Source: an optimization exercise on an open RTL-to-GDS flow (aim: small area). Production flows keep margins and buffers that such runs may drop. At most, simulation tests tie the RTL to the original design; equivalence was not proved. Only the layout flow was run in run 2; the RTL was not checked for function there. Power is estimated from default activity; no workload was simulated.

### flow/design.v
package rf_pkg;
    localparam int DEFAULT_XLEN  = 32;
    localparam int DEFAULT_DEPTH = 32;
    localparam int REG_ADDR_W    = $clog2(DEFAULT_DEPTH);
    localparam int ZERO_REG      = 0;
endpackage : rf_pkg
module rf_scoreboard
#(
    parameter int REG_FILE_DEPTH = rf_pkg::DEFAULT_DEPTH,
    parameter int ADDR_W         = $clog2(REG_FILE_DEPTH),
    parameter int NUM_RD         = 2,
    parameter int NUM_WR         = 1,
    parameter int BYPASS         = 1
) (
    input  logic                             clk,
    input  logic                             reset_n,
    input  logic                             flush,
    input  logic                             issue_en,
    input  logic [ADDR_W-1:0]                issue_addr,
    input  logic [REG_FILE_DEPTH-1:0]        wany,     
    input  logic [NUM_RD*REG_FILE_DEPTH-1:0] rsel,     
    output logic [NUM_RD-1:0]                rd_busy
);
    localparam int D = REG_FILE_DEPTH;
    logic [D-1:0] pending;
    logic [D-1:0] set_vec;
    always_comb begin
        set_vec = '0;
        for (int r = 1; r < D; r++)
            set_vec[r] = issue_en && issue_addr == ADDR_W'(r);
    end
    always_ff @(posedge clk or negedge reset_n) begin
        if (!reset_n)
            pending <= '0;
        else if (flush)
            pending <= '0;
        else
            pending <= (pending & ~wany) | set_vec;
    end
    always_comb begin
        for (int i = 0; i < NUM_RD; i++)
            rd_busy[i] = |(rsel[i*D +: D] & pending & ~(BYPASS != 0 ? wany : '0));
    end
endmodule
module register_file_mp
#(
    parameter int XLEN              = rf_pkg::DEFAULT_XLEN,
    parameter int REG_FILE_DEPTH    = rf_pkg::DEFAULT_DEPTH,
    parameter int REG_FILE_ADDR_LEN = $clog2(REG_FILE_DEPTH),
    parameter int NUM_RD            = 2,
    parameter int NUM_WR            = 1,
    parameter int BYPASS            = 1
) (
    input  logic                                clk,
    input  logic                                reset_n,
    input  logic [NUM_WR-1:0]                   wr_en,
    input  logic [NUM_WR*REG_FILE_ADDR_LEN-1:0] wr_addr,
    input  logic [NUM_WR*XLEN-1:0]              wr_data,
    input  logic [NUM_RD*REG_FILE_ADDR_LEN-1:0] rd_addr,
    output logic [NUM_RD*XLEN-1:0]              rd_data,
    output logic [NUM_RD-1:0]                   rd_busy,
    input  logic                                issue_en,
    input  logic [REG_FILE_ADDR_LEN-1:0]        issue_addr,
    input  logic                                flush
);
    localparam int AW = REG_FILE_ADDR_LEN;
    localparam int D  = REG_FILE_DEPTH;
    localparam int NT = D + 1;               
    localparam int NG = (NT + 2) / 3;        
    logic [AW-1:0]   wa;
    logic [XLEN-1:0] wd;
    logic            wr_valid;
    assign wa = wr_addr[AW-1:0];
    assign wd = wr_data[XLEN-1:0];
    assign wr_valid = wr_en[0] && wa != '0;
    logic [D-1:0] we, wn;
    for (genvar r = 0; r < D; r++) begin : g_we
        assign we[r] = r != 0 && wr_en[0] && wa == AW'(r);
        assign wn[r] = ~we[r];
    end
    logic [XLEN-1:0] regs [D];
    assign regs[0] = '0;
    for (genvar r = 1; r < D; r++) begin : g_word
        logic [XLEN-1:0] q, nxt;
        for (genvar b = 0; b < XLEN; b++) begin : g_bit
            rf_hold u_hold (.we(we[r]), .wn(wn[r]), .d(wd[b]), .q(q[b]), .y(nxt[b]));
        end
        always_ff @(posedge clk)
            q <= nxt;
        assign regs[r] = q;
    end
    logic [D-1:0] vld;
    always_ff @(posedge clk or negedge reset_n) begin
        if (!reset_n)
            vld <= '0;
        else
            vld <= vld | we;
    end
    logic [D-1:0] rmask;
    assign rmask = vld & wn;
    logic [NUM_RD*D-1:0] dec_flat;
    for (genvar i = 0; i < NUM_RD; i++) begin : g_rd
        logic [AW-1:0]   ra;
        logic [NG*3-1:0] sel;                
        logic [D-1:0]    dec;
        assign ra = rd_addr[i*AW +: AW];
        for (genvar r = 0; r < D; r++) begin : g_sel
            assign dec[r] = r != 0 && ra == AW'(r);
            assign sel[r] = dec[r] & rmask[r];
        end
        assign dec_flat[i*D +: D] = dec;
        assign sel[D] = reset_n && wr_valid && wa == ra;
        for (genvar t = D + 1; t < NG * 3; t++) begin : g_pad
            assign sel[t] = 1'b0;
        end
        for (genvar b = 0; b < XLEN; b++) begin : g_bit
            logic [NG*3-1:0] dat;
            logic [NG-1:0]   low;             
            for (genvar r = 0; r < D; r++) begin : g_dat
                assign dat[r] = regs[r][b];
            end
            assign dat[D] = wd[b];
            for (genvar t = D + 1; t < NG * 3; t++) begin : g_pad
                assign dat[t] = 1'b0;
            end
            rf_aoi22 u_g0 (.a0(sel[1]), .b0(dat[1]), .a1(sel[2]), .b1(dat[2]), .y(low[0]));
            for (genvar g = 1; g < NG; g++) begin : g_grp
                rf_aoi222 u_g (.a0(sel[3*g]),   .b0(dat[3*g]),
                               .a1(sel[3*g+1]), .b1(dat[3*g+1]),
                               .a2(sel[3*g+2]), .b2(dat[3*g+2]), .y(low[g]));
            end
            logic [2:0] hi;
            rf_nand4 u_n0 (.a(low[0]), .b(low[1]), .c(low[2]),  .d(low[3]), .y(hi[0]));
            rf_nand4 u_n1 (.a(low[4]), .b(low[5]), .c(low[6]),  .d(low[7]), .y(hi[1]));
            rf_nand3 u_n2 (.a(low[8]), .b(low[9]), .c(low[10]),              .y(hi[2]));
            rf_or3   u_o  (.a(hi[0]),  .b(hi[1]),  .c(hi[2]), .y(rd_data[i*XLEN + b]));
        end
    end
    rf_scoreboard #(
        .REG_FILE_DEPTH (REG_FILE_DEPTH),
        .ADDR_W         (AW),
        .NUM_RD         (NUM_RD),
        .NUM_WR         (NUM_WR),
        .BYPASS         (BYPASS)
    ) u_scoreboard (
        .clk        (clk),
        .reset_n    (reset_n),
        .flush      (flush),
        .issue_en   (issue_en),
        .issue_addr (issue_addr),
        .wany       (we),
        .rsel       (dec_flat),
        .rd_busy    (rd_busy)
    );
endmodule
module rf_hold (input logic we, input logic wn, input logic d, input logic q, output logic y);
    assign y = (we & d) | (wn & q);
endmodule
module rf_aoi22 (input logic a0, input logic b0, input logic a1, input logic b1,
                 output logic y);
    assign y = ~((a0 & b0) | (a1 & b1));
endmodule
module rf_aoi222 (input logic a0, input logic b0, input logic a1, input logic b1,
                  input logic a2, input logic b2, output logic y);
    assign y = ~((a0 & b0) | (a1 & b1) | (a2 & b2));
endmodule
module rf_nand4 (input logic a, input logic b, input logic c, input logic d, output logic y);
    assign y = ~(a & b & c & d);
endmodule
module rf_nand3 (input logic a, input logic b, input logic c, output logic y);
    assign y = ~(a & b & c);
endmodule
module rf_or3 (input logic a, input logic b, input logic c, output logic y);
    assign y = a | b | c;
endmodule
### flow/run.sh
#!/bin/bash
# synth_recipe.tcl (not shown) runs the flow's synth.tcl, then flattens the netlist and writes it again
# the make line also repeats each setting of config.mk as NAME=value (left out here)
make -C /OpenROAD-flow-scripts/flow DESIGN_CONFIG=/design/flow/config.mk WORK_HOME=/design/flow/orfs CLKGATE_MAP_FILE= SYNTH_SCRIPT=/design/flow/synth_recipe.tcl finish
### flow/config.mk
export PLATFORM = sky130hd
export DESIGN_NAME = register_file_mp
export DESIGN_NICKNAME = register_file_mp
export VERILOG_FILES = /design/flow/design.v
export SDC_FILE = /design/flow/constraint.sdc
export NUM_CORES = 4
export LEC_CHECK = 0
export CAP_MARGIN = 20
export CORE_MARGIN = 2
export CORE_UTILIZATION = 30
export PLACE_DENSITY = 0.4
export SLEW_MARGIN = 20
export SYNTH_HIERARCHICAL = 1
### flow/constraint.sdc
create_clock -name core_clock -period 8.0 [get_ports {clk}]
set_input_delay 1.6000 -clock core_clock [delete_from_list [all_inputs] [get_ports {clk}]]
set_output_delay 1.6000 -clock core_clock [all_outputs]
set_load 0.01 [all_outputs]
==> results of run 1 <==
[Yosys stat by module, one instance, submodules excluded, a selection]
module / flip-flops and latches / cell area [um2] / times used
register_file_mp: 1023 / 22410 / 1
rf_aoi22: 0 / 12.51 / 64
rf_aoi222: 0 / 10.01 / 640
rf_hold: 0 / 8.758 / 992
rf_nand4: 0 / 6.256 / 128
rf_or3: 0 / 6.256 / 64
rf_nand3: 0 / 5.005 / 64
[sequential cells by signal (all words and copies together), names as in the netlist]
name,cells
g_word.q,992
vld,31
u_scoreboard.pending,32
[cells by family (layout without fill, tap and decap cells)]
group / Yosys count / after routing / synth area share (%)
and+or+nand+nor: 588 / 588 / 8.021
xor gates and xnor gates: 10 / 10 / 0.2107
AOI/OAI and AO/OA: 1786 / 1786 / 39.53
other: 1 / 9 / 0.009021
DFF: 1055 / 1055 / 51.57
buffers and inverters: 64 / 605 / 0.6622
[power breakdown]
part           switching (mW)  internal, mW
registers               0.834          6.29
clock network            2.49          3.61
logic                   0.830         0.921
[cells in the final DEF (no fill, tap or decap), types with 31 or more instances in the layout]
| cell type | n |
|---|---|
| a22o_1 | 992 |
| dfxtp_1 | 992 |
| a222oi_1 | 640 |
| buf_4 | 215 |
| nand4_1 | 137 |
| clkbuf_16 | 136 |
| clkdlybuf4s50_1 | 119 |
| nor2_1 | 105 |
| nand3_1 | 68 |
| or3_1 | 67 |
| a22oi_2 | 64 |
| dfrtp_1 | 63 |
| nor3_2 | 52 |
| a22oi_1 | 32 |
| a21oi_1 | 31 |
[routing by layer]
layer / up-vias / routed length [um]
met3: 1001 / 32350
met1: 21964 / 95700
met2: 3812 / 111500
met4: 4 / 18830
li1: 16854 / -
met5: - / 19
[stage by stage]
step	hold slack (ns)	worst slack [ns]	power, mW	instances
6_report	0.4606	0.4988	14.97	5847
5_1_grt	0.4644	0.4609	15.44	5842
4_1_cts	0.4611	0.5285	14.96	5841
3_5_place_dp	0.4456	0.5335	8.884	5605
3_3_place_gp	0.4433	0.5217	8.781	5605
2_1_floorplan	0.4265	0.6711	8.009	3506
[how the worst max path moves through the flow]
| stage | from | to | depth (start not counted) |
|---|---|---|---|
| after floorplan | wr_addr[2] | rd_data[32] | 8 |
| after global placement | wr_addr[0] | rd_data[10] | 9 |
| after detailed placement | wr_addr[0] | rd_data[10] | 9 |
| after CTS | wr_addr[0] | rd_data[10] | 9 |
| after global routing | wr_addr[1] | rd_data[44] | 11 |
| final | wr_en[0] | rd_data[44] | 10 |
[final cells by class]
type / count / area, um2
antenna: 6 / 15.01
clock buffer: 191 / 3890
clock inverter: 45 / 484.2
fill: 13280 / 86190
inverter: 31 / 116.4
multi-input combinational: 2387 / 20270
sequential: 1055 / 21440
tap: 1794 / 2245
timing repair buffer: 338 / 2840
==> results by group, run 1 <==
Critical path
  – Max stage delay on crit path: around 0.81 ns
  – Critical R2R Launch: u_scoreboard.pending[21]
  – WS Path Type: in2out
  – Bufs and invs on worst path: 4
  – Reg-to-reg slack, setup: around 7 ns
  – Critical Path RT: ~6.4 ns
  – Largest delay share family, worst path: buffers and inverters
  – Crit path DAT: a little under 6 ns
  – Worst Reg-to-Reg Cells: 3
  – Setup crit start kind: input port
  – Worst setup EP type: output port
  – CP max stage cell: clkdlybuf4s50_1
  – Worst R2R End: u_scoreboard.pending[21]
  – Largest fanout on the critical path: 16
  – CP cell instances: clkdlybuf4s50_1 -> nand4b_2 -> buf_4 -> o21ai_0 -> nor3_2 -> buf_4 -> a222oi_1 -> nand4_1 -> or3_1 -> clkdlybuf4s50_1

CTS
  – H-Tree Depth: 4
  – Worst skew pair latency: between 0.7 and 0.8 ns
  – Post-CTS setup buffers: 0
  – Num CTS Buffers: 130
  – Hold buffers post-CTS: 0
  – Clock root buffer: clkbuf_16
  – Clock-pin slew on the worst setup and hold paths: approximately 0.050 ns
  – CTS Buffer Depth: 3
  – CTS sink count: between 1,000 and 1,500
  – Cts repair resizes: 0
  – CTS tree: done

Floorplanning
  – Die outline height: approximately 380 um
  – Initial Util: around 30%
  – Number of placed I/O pins: 123
  – Die Wd: 376.2 um
  – Die ar.: between 100,000 and 150,000 um2
  – Core box area: between 100,000 and 150,000 um2
  – Row count: around 140

Drt
  – First-pass iteration count of the detailed router: 13
  – Total number of vias: approximately 44,000
  – Drt via density: 7.463
  – Post-Route WL: around 260 mm
  – Detail Route Antenna Nets: 0
  – Wire length per cell: about 44 um
  – Drt first-iter violations: about 9,000
  – # DRC: 0

Min path
  – Hold Crit Class: reg2reg
  – Hold Crit Start: vld[11]
  – Hold depth: 1
  – Hold Path End: vld[11]

Logic synthesis
  – Mapped cell area: 41,570 um2
  – Syn_area_per_cell: ~12 um2
  – Register area share after synthesis: 51.57%
  – Share of the synthesized area in the top cell type: 47.77%
  – Cell taking the most area after synthesis: dfxtp_1
  – Area contributors post-synth: dfxtp_1 (48%), a22o_1 (21%), a222oi_1 (15%), dfrtp_1 (3.8%), nand4_1 (2.1%)
  – Seq cells post-synth: 1,055
  – Synth cell types: 44
  – Most frequent cells after synthesis: a22o_1 (992), dfxtp_1 (992), a222oi_1 (640), nand4_1 (137), nor2_1 (115)
  – Synth warnings: 9
  – Synth async-reset ratio: around 6.0%
  – Synth Instances: about 3,500
  – Post-synth EDFFs: 0
  – Most used DFF post-synth: dfxtp_1

Run status
  – Status: complete, no violations

Placement
  – Count of input and output buffers: between 100 and 150
  – GPL Wtd Cong: a little under 0.9
  – Placed cell area: ~47,000 um2
  – Post-DP HPWL: 149.7 mm

GRT
  – M1 GR Usage: 41.93%
  – Met2 Usage GRT: a little over half
  – Largest net degree at the start of global routing: between 60 and 70
  – Tot GR Track Use: between 30% and 40%
  – Global route overflow: 0
  – Vias in the first global route: roughly 42,000
  – Antenna violations before repair: 17
  – GRT Max-Usage Layer: met2
  – Global-route wire length before repair: 347.0 mm
  – GRT met3 Usage: 12.36%

Flow run
  – Max cap viols: 0

STA
  – Slew HR: 17.73%
  – Final Hold Viols: 0
  – Slew @ Worst Pin: around 1.2 ns
  – Final clock period utilization by the worst path: a little over nine tenths
  – Max Clk Rate: roughly 130 MHz
  – RSZ-0062 raised after global routing: no
  – Final setup viols: 0
  – Final-report max-slew violation count: 0
  – Tmin final: between 7 and 8 ns
  – Setup TNS: 0 ns
  – Final Skew: 0 ns

Cells and area
  – Layout cells sized above 1: between 10% and 20%
  – Final nets: roughly 4,000
  – Post-route cell area: slightly above 50,000 um2
  – Area grow syn2layout: 23.40%
  – Layout Utilization: 37.31%

Power and ir drop
  – Peak supply drop: 154.6 uV
  – PwrDens: about 300 nW/um2
  – Leak Pwr: ~20 nW
==> run 2: changes to the inputs <==
--- a/flow/design.v
+++ b/flow/design.v
@@ -22,10 +22,9 @@
     output logic [NUM_RD-1:0]                rd_busy
 );
     localparam int D = REG_FILE_DEPTH;
-    logic [D-1:0] pending;
-    logic [D-1:0] set_vec;
+    logic [D-1:1] pending;
+    logic [D-1:1] set_vec;
     always_comb begin
-        set_vec = '0;
         for (int r = 1; r < D; r++)
             set_vec[r] = issue_en && issue_addr == ADDR_W'(r);
     end
@@ -35,11 +34,10 @@
         else if (flush)
             pending <= '0;
         else
-            pending <= (pending & ~wany) | set_vec;
+            pending <= (pending & ~wany[D-1:1]) | set_vec;
     end
-    always_comb begin
-        for (int i = 0; i < NUM_RD; i++)
-            rd_busy[i] = |(rsel[i*D +: D] & pending & ~(BYPASS != 0 ? wany : '0));
+    for (genvar i = 0; i < NUM_RD; i++) begin : g_busy
+        assign rd_busy[i] = |(rsel[i*D+1 +: D-1] & pending & ~(BYPASS != 0 ? wany[D-1:1] : '0));
     end
 endmodule
 module register_file_mp
==> flow/config.mk (replaced) <==
export PLATFORM = sky130hd
export DESIGN_NAME = register_file_mp
export DESIGN_NICKNAME = register_file_mp
export VERILOG_FILES = /design/flow/design.v
export SDC_FILE = /design/flow/constraint.sdc
export NUM_CORES = 4
export LEC_CHECK = 0
export CAP_MARGIN = 5
export CORE_MARGIN = 2
export CORE_UTILIZATION = 40
export CTS_BUF_LIST = sky130_fd_sc_hd__clkbuf_8
export CTS_CLUSTER_DIAMETER = 50
export CTS_CLUSTER_SIZE = 20
export PLACE_DENSITY = 0.5
export SLEW_MARGIN = 5
export SYNTH_HIERARCHICAL = 1
==> results by group, run 2 <==
Placement
  – Post-DP HPWL: 138.3 mm
  – GPL Wtd Cong: approximately 0.97
  – Placed Instances: about 5,200
  – Pre-CTS setup slack: roughly 0.75 ns
  – Count of input and output buffers: roughly 120
  – Placed cell area: 46,540 um2

STA
  – Tmin final: between 7 and 8 ns
  – Final Hold Viols: 0
  – Hold Slack: approximately 0.47 ns
  – RSZ-0062 raised after global routing: no
  – Final setup viols: 0
  – Slew HR: between 10% and 20%
  – Final clock period utilization by the worst path: a little over nine tenths
  – Setup TNS: 0 ns
  – Slew @ Worst Pin: approximately 1.3 ns
  – Final-report max-slew violation count: 0
  – Max Clk Rate: approximately 130 MHz
  – Final Skew: 0 ns
  – Post-route setup slack: 0.4651 ns

Logic synthesis
  – Syn_area_per_cell: 11.84 um2
  – Mapped cell area: 41,640 um2
  – Synth warnings: 9
  – Synth Instances: roughly 3,500

GRT
  – Tot GR Track Use: between 40% and 50%
  – Global-route wire length before repair: around 330 mm
  – Vias in the first global route: approximately 43,000
  – Global route overflow: 0
  – Antenna violations before repair: 19
  – Largest net degree at the start of global routing: 63

Floorplanning
  – Die outline height: around 330 um
  – Initial Util: between 40% and 50%
  – Die Wd: roughly 330 um
  – Die ar.: approximately 110,000 um2
  – Number of placed I/O pins: between 100 and 150
  – Row count: between 100 and 150
  – Core box area: 103,300 um2

CTS
  – Post-CTS setup buffers: 0
  – CTS Buffer Depth: 3
  – Worst skew pair latency: slightly below 0.9 ns
  – Cts repair resizes: 0
  – CTS sink count: around 1,100
  – Clock root buffer: clkbuf_8
  – Num CTS Buffers: 132
  – Hold buffers post-CTS: 0
  – Clock-pin slew on the worst setup and hold paths: roughly 0.08 ns
  – CTS tree: done
  – H-Tree Depth: 4

Power and ir drop
  – Leak Pwr: between 15 and 20 nW
  – Switching share of power: 29.38%
  – Peak supply drop: approximately 150 uV
  – Internal cell power: approximately 9.8 mW
  – Comb pwr share: 12.6%
  – Psw: 4.062 mW
  – Clk pwr share: a little over a third
  – Overall power: approximately 14 mW
  – PwrDens: roughly 280 nW/um2
  – Seq pwr share: ~52%

Critical path
  – Largest fanout on the critical path: 13
  – Critical Path RT: ~6.4 ns
  – Setup crit start kind: input port
  – Crit path DAT: slightly below 6 ns
  – Worst setup EP type: output port
  – WS Path Type: in2out

Drt
  – Drt first-iter violations: 9,711
  – Drt via density: just over 8
  – Wire length per cell: 43.44 um
  – # DRC: 0
  – Total number of vias: roughly 44,000
  – First-pass iteration count of the detailed router: 14
  – Detail Route Antenna Nets: 0
  – Post-Route WL: 237.0 mm

Flow run
  – Max cap viols: 0

Cells and area
  – Fin cells: between 5,000 and 6,000
  – Fill cell count: roughly 9,400
  – Max FFs per register: between 900 and 1,000
  – Layout Utilization: approximately half
  – Area of the multi-input gates: 20,370 um2
  – Biggest regs: g_word.q x992, u_scoreboard.pending x31, vld x31
  – Post-route cell area: between 40,000 and 50,000 um2
  – Final nets: around 4,000
  – Commonest non-fill, non-tap cell in the layout: a22o_1
  – Reg area: between 20,000 and 25,000 um2
  – Largest reg by FF count: g_word.q
  – Layout cells sized above 1: 15.41%
  – Area grow syn2layout: 19.68%
  – Most frequent cells in the layout: a22o_1 (994), dfxtp_1 (992), a222oi_1 (640), buf_4 (224), clkbuf_8 (147)

Run status
  – Status: complete, no violations

Min path
  – Hold Crit Class: reg2reg
-- run 2: cell type report --
cell class,instances,share of cell area (%)
timing repair buffer,347,5.845
sequential,1054,42.96
inverter,31,0.2335
clock buffer,147,4.060
antenna,8,0.04017
multi-input combinational,2400,40.87
tap,1380,3.465
clock inverter,89,2.526
-- run 2: final timing paths --
check	startpoint	slack (ns)	endpoint	depth (start not counted)
worst max-delay path	wr_addr[3]	0.47	rd_data[30]	9
worst min-delay path	vld[10]	0.47	vld[10]	1
worst max register to register	u_scoreboard.pending[9]	7.06	u_scoreboard.pending[9]	3
worst min register to register	vld[10]	0.47	vld[10]	1
max in group asynchronous	reset_n	6.28	vld[14]	2
min in group asynchronous	reset_n	1.11	u_scoreboard.pending[5]	2
-- run 2: critical path, cell delays in order --
cell	delay, ns
clkdlybuf4s50_1	0.71
nand2b_1	0.47
o21ai_0	0.64
nor3_2	0.16
buf_4	0.27
a222oi_1	0.44
nand3_1	0.43
or3_1	0.64
clkdlybuf4s50_1	0.56
-- run 2: per-layer routing --
metal	up-vias	track usage (%)	share of wire, %
met5	-	0.2218	0.049
met4	18	30.88	8.4
met3	1208	14.49	14
met2	4049	63.72	43
met1	21709	50.63	35
li1	16893	-	-
-- run 2: power groups by stage --
stage               combinational (mW)  clock [mW]  sequential [mW]
finish                            1.74        4.95             7.13
global route                      1.84        5.18             7.23
CTS                               1.70        4.96             7.08
detailed placement                1.70           0             7.18
global placement                  1.65           0             7.13
floorplan                         1.06           0             6.95

[what the ideal ports hide]
The flow's constraints put no driver on any port. The routed layouts listed below were extracted and timed again, unchanged, in two steps.
Step 1 assumes that a clkbuf_16 drives the clock port and a buf_2 every other input.
Step 2 adds t to the input delays and takes it off the output delays; t is the mean of the earliest and latest rising clock arrival at the registers after step 1. Input paths then give back, and output paths get back, about the clock's delay inside the block.
a / b / c = no drivers / after step 1 / after step 2; a / b = the first two.
run | t, ns | slack for setup (ns) | worst hold slack (ns) | worst setup path after step 2 | clock arrival spread, ns
run 1 | 0.839 | 0.499 / 0.455 / 0.455 | 0.461 / 0.461 / 0.461 | input to output | 0.027 / 0.027
run 2 | 0.940 | 0.465 / 0.442 / 0.442 | 0.468 / 0.468 / 0.468 | input to output | 0.062 / 0.063
After both steps setup and hold are still met in every run listed. The setup slack of run 1, which loses most, moves by -0.044 ns with the drivers and by -0.044 ns with both steps.
